Source: an optimization exercise on an open RTL-to-GDS flow (aim: small area and a short achievable clock period). Production flows keep margins and buffers that such runs may drop. The flow treats the clock pin as an ideal source, which a real chip does not have.

==> inputs of 03-24 <==
// qft3_top
module qft3_top
(
    input  logic        clk,
    input  logic        rst_n,
    input  logic        valid_i,
    input  logic [63:0] re_i,
    input  logic [63:0] im_i,
    output logic        valid_o,
    output logic [63:0] re_o,
    output logic [63:0] im_o
);
export LEC_CHECK = 0
export CAP_MARGIN = 20
export CORE_MARGIN = 2
export CORE_UTILIZATION = 40
export CTS_CLUSTER_DIAMETER = 150
export CTS_CLUSTER_SIZE = 24
export SETUP_SLACK_MARGIN = 1.6
export SLEW_MARGIN = 20
create_clock -name core_clock -period 4.0 [get_ports {clk}]
standard.sh (not shown) runs the stock make flow with config.mk's settings and CLKGATE_MAP_FILE= SYNTH_SCRIPT=/design/flow/synth_recipe.tcl, a recipe that flattens the netlist after the stock synthesis.
==> flow/flow/run.sh <==
#!/bin/bash
# The standard layout with two changes:
#  - the ports get the smallest buffer (buf_1) instead of the default one;
#  - after clock tree synthesis, flops inside the pipeline whose incoming paths are
#    tighter than their outgoing ones get one clock buffer of delay (useful skew between
#    internal registers only; flops fed by the inputs and the valid chain are left alone).
# Each tool's output goes to a log of its own in this folder.
set -euo pipefail
export BUFFER_PORTS_ARGS="-buffer_cell sky130_fd_sc_hd__buf_1"
bash standard.sh synth > synth.log 2>&1
bash standard.sh cts > place_cts.log 2>&1
R=orfs/results/sky130hd/qft3_top/base
PLATFORM_DIR="$FLOW_HOME/platforms/sky130hd" IN_ODB=$R/4_cts.odb IN_SDC=$R/4_cts.sdc OUT_ODB=$R/4_cts.odb \
  SKEW_DELTA=0.08 SKEW_BUF=sky130_fd_sc_hd__clkbuf_1 SKEW_BELOW=1.8 \
  SKEW_IO_PATTERNS='*_h2_*_t_d1* v_q*' \
  openroad -no_init -exit flow/skew.tcl > skew.log 2>&1
bash standard.sh finish > route_finish.log 2>&1
==> flow/flow/skew.tcl <==
# Useful skew for the internal register-to-register paths: give a flop whose incoming
# paths are tighter than its outgoing ones a small clock delay (one buffer on its clock
# pin). Flops that capture from input ports or launch to output ports are left alone.
set plat $::env(PLATFORM_DIR)
read_lef $plat/lef/sky130_fd_sc_hd.tlef
read_lef $plat/lef/sky130_fd_sc_hd_merged.lef
read_liberty $plat/lib/sky130_fd_sc_hd__tt_025C_1v80.lib
read_db $::env(IN_ODB)
read_sdc $::env(IN_SDC)
source $plat/setRC.tcl
set_propagated_clock [all_clocks]
estimate_parasitics -placement
puts "before: worst slack [format %.3f [sta::worst_slack -max]] hold [format %.3f [sta::worst_slack -min]]"
set delta $::env(SKEW_DELTA)
set bufm $::env(SKEW_BUF)
set block [ord::get_db_block]
set master [[ord::get_db] findMaster $bufm]
# flops next to the ports
# (by name: the first stage's sums, the output stage and the valid chain)
set io_pat $::env(SKEW_IO_PATTERNS)
set chosen {}
foreach reg [all_registers -edge_triggered -cells] {
  set n [get_full_name $reg]
  set skip 0
  foreach p $io_pat { if {[string match $p $n]} { set skip 1 } }
  if {$skip} continue
  set d [get_pins -of_objects $reg -filter "name==D"]
  set q [get_pins -of_objects $reg -filter "name==Q"]
  if {$d eq "" || $q eq ""} continue
  set sin [get_property $d slack_max]
  set sout [get_property $q slack_max]
  if {$sin + $delta < $sout - $delta && $sin < $::env(SKEW_BELOW)} { lappend chosen [sta::sta_to_db_inst $reg] }
}
puts "flops to delay: [llength $chosen]"
set k 0
foreach inst $chosen {
  set ck [$inst findITerm CLK]
  set cnet [$ck getNet]
  set b [odb::dbInst_create $block $master "skewbuf_$k"]
  set net [odb::dbNet_create $block "skewclk_$k"]
  $net setSigType CLOCK
  $ck disconnect
  $ck connect $net
  [$b findITerm A] connect $cnet
  [$b findITerm X] connect $net
  set loc [$inst getLocation]
  $b setLocation [lindex $loc 0] [lindex $loc 1]
  $b setPlacementStatus PLACED
  incr k
}
global_connect
detailed_placement
check_placement
estimate_parasitics -placement
puts "after: worst slack [format %.3f [sta::worst_slack -max]] hold [format %.3f [sta::worst_slack -min]]"
if {[info exists ::env(OUT_ODB)]} { write_db $::env(OUT_ODB) }
==> 10-14 (differences from 03-24) <==
==> flow/run.sh (new file) <==
#!/bin/bash
# synth_recipe.tcl (not shown) runs the flow's synth.tcl, then flattens the netlist and writes it again
# the make line also repeats each setting of config.mk as NAME=value (left out here)
make -C /OpenROAD-flow-scripts/flow DESIGN_CONFIG=/design/flow/config.mk WORK_HOME=/design/flow/orfs CLKGATE_MAP_FILE= SYNTH_SCRIPT=/design/flow/synth_recipe.tcl finish
Settings changed: CTS_CLUSTER_DIAMETER 150 to unset, CTS_CLUSTER_SIZE 24 to unset.
removed: flow/flow/run.sh
removed: flow/flow/skew.tcl
removed: flow/standard.sh
==> impl_metrics.csv <==
group,metric,value,unit
setup_path,worstReg2RegStart,"u28_h1_im3_t_d5[3]",
clock_network,clk-insertion-delay-late,0.78,ns
detailed_routing,route.vias.total,46900,
clock_network,cts-hold-fix-buffers,1,
status,status,"complete, no violations",
final_layout,multi_input_area_share,57.6,%
detailed_routing,wl_per_cell,14.2,um
setup_path,max_stage_delay,0.57,ns
final_layout,area_share_nonclk_buffers,4.54,%
final_layout,finalNetCount,9042,
setup_path,critPathArrivalTime,3.13,ns
final_layout,seq_share,28.8,%
clock_network,clk_pin_slew,0.11,ns
detailed_routing,m1WireLength,67.6,mm
hold_path,hold_start,"valid_i",
clock_network,cts_buffers,50,
[end of results for 03-24]
==> impl_metrics.csv <==
group,metric,value,unit
detailed_routing,wl_per_cell,14.8,um
setup_path,max_stage_delay,0.59,ns
final_layout,area_delta_synth_final,20.6,%
final_layout,seq_share,27.3,%
final_layout,finalNetCount,8878,
clock_network,clk-insertion-delay-late,0.73,ns
clock_network,clk_pin_slew,0.06,ns
clock_network,cts_buffers,114,
detailed_routing,route.vias.total,46700,
hold_path,hold_start,"u10_h2_im2_d2[4]",
final_layout,area_share_nonclk_buffers,5.28,%
setup_path,critPathArrivalTime,3.14,ns
detailed_routing,m1WireLength,67.8,mm
status,status,"complete, no violations",
[end of results for 10-14]
Function was not checked in any run of this note: the RTL went through the layout flow alone.

re-timing with driven ports:
How much do the figures lean on ideal ports? The routed layouts below were timed once more, with nothing changed but the port constraints.
Step 1 sets driving cells, clkbuf_16 on the clock port and buf_2 on the other inputs (assumed; they add their load-dependent delay and slew).
Step 2 adds t to the input delays and takes it off the output delays; t is the mean of the earliest and latest rising clock arrival at the registers after step 1. Input paths then give back, and output paths get back, about the clock's delay inside the block.
Slacks: ideal / step 1 / step 2; pairs: ideal / step 1.
run	t, ns	setup WS [ns]	worst hold slack (ns)	clock arrival spread, ns	worst data-port slew with drivers (ns)
03-24	0.802	1.559 / 1.559 / 1.279	0.211 / 0.155 / 0.317	0.128 / 0.127	0.10
10-14	0.786	1.476 / 1.476 / 0.923	0.299 / 0.296 / 0.299	0.036 / 0.035	0.10
After both steps setup and hold are still met in every run listed. The setup slack of 10-14, which loses most, moves by 0.000 ns with the drivers and by -0.553 ns with both steps.
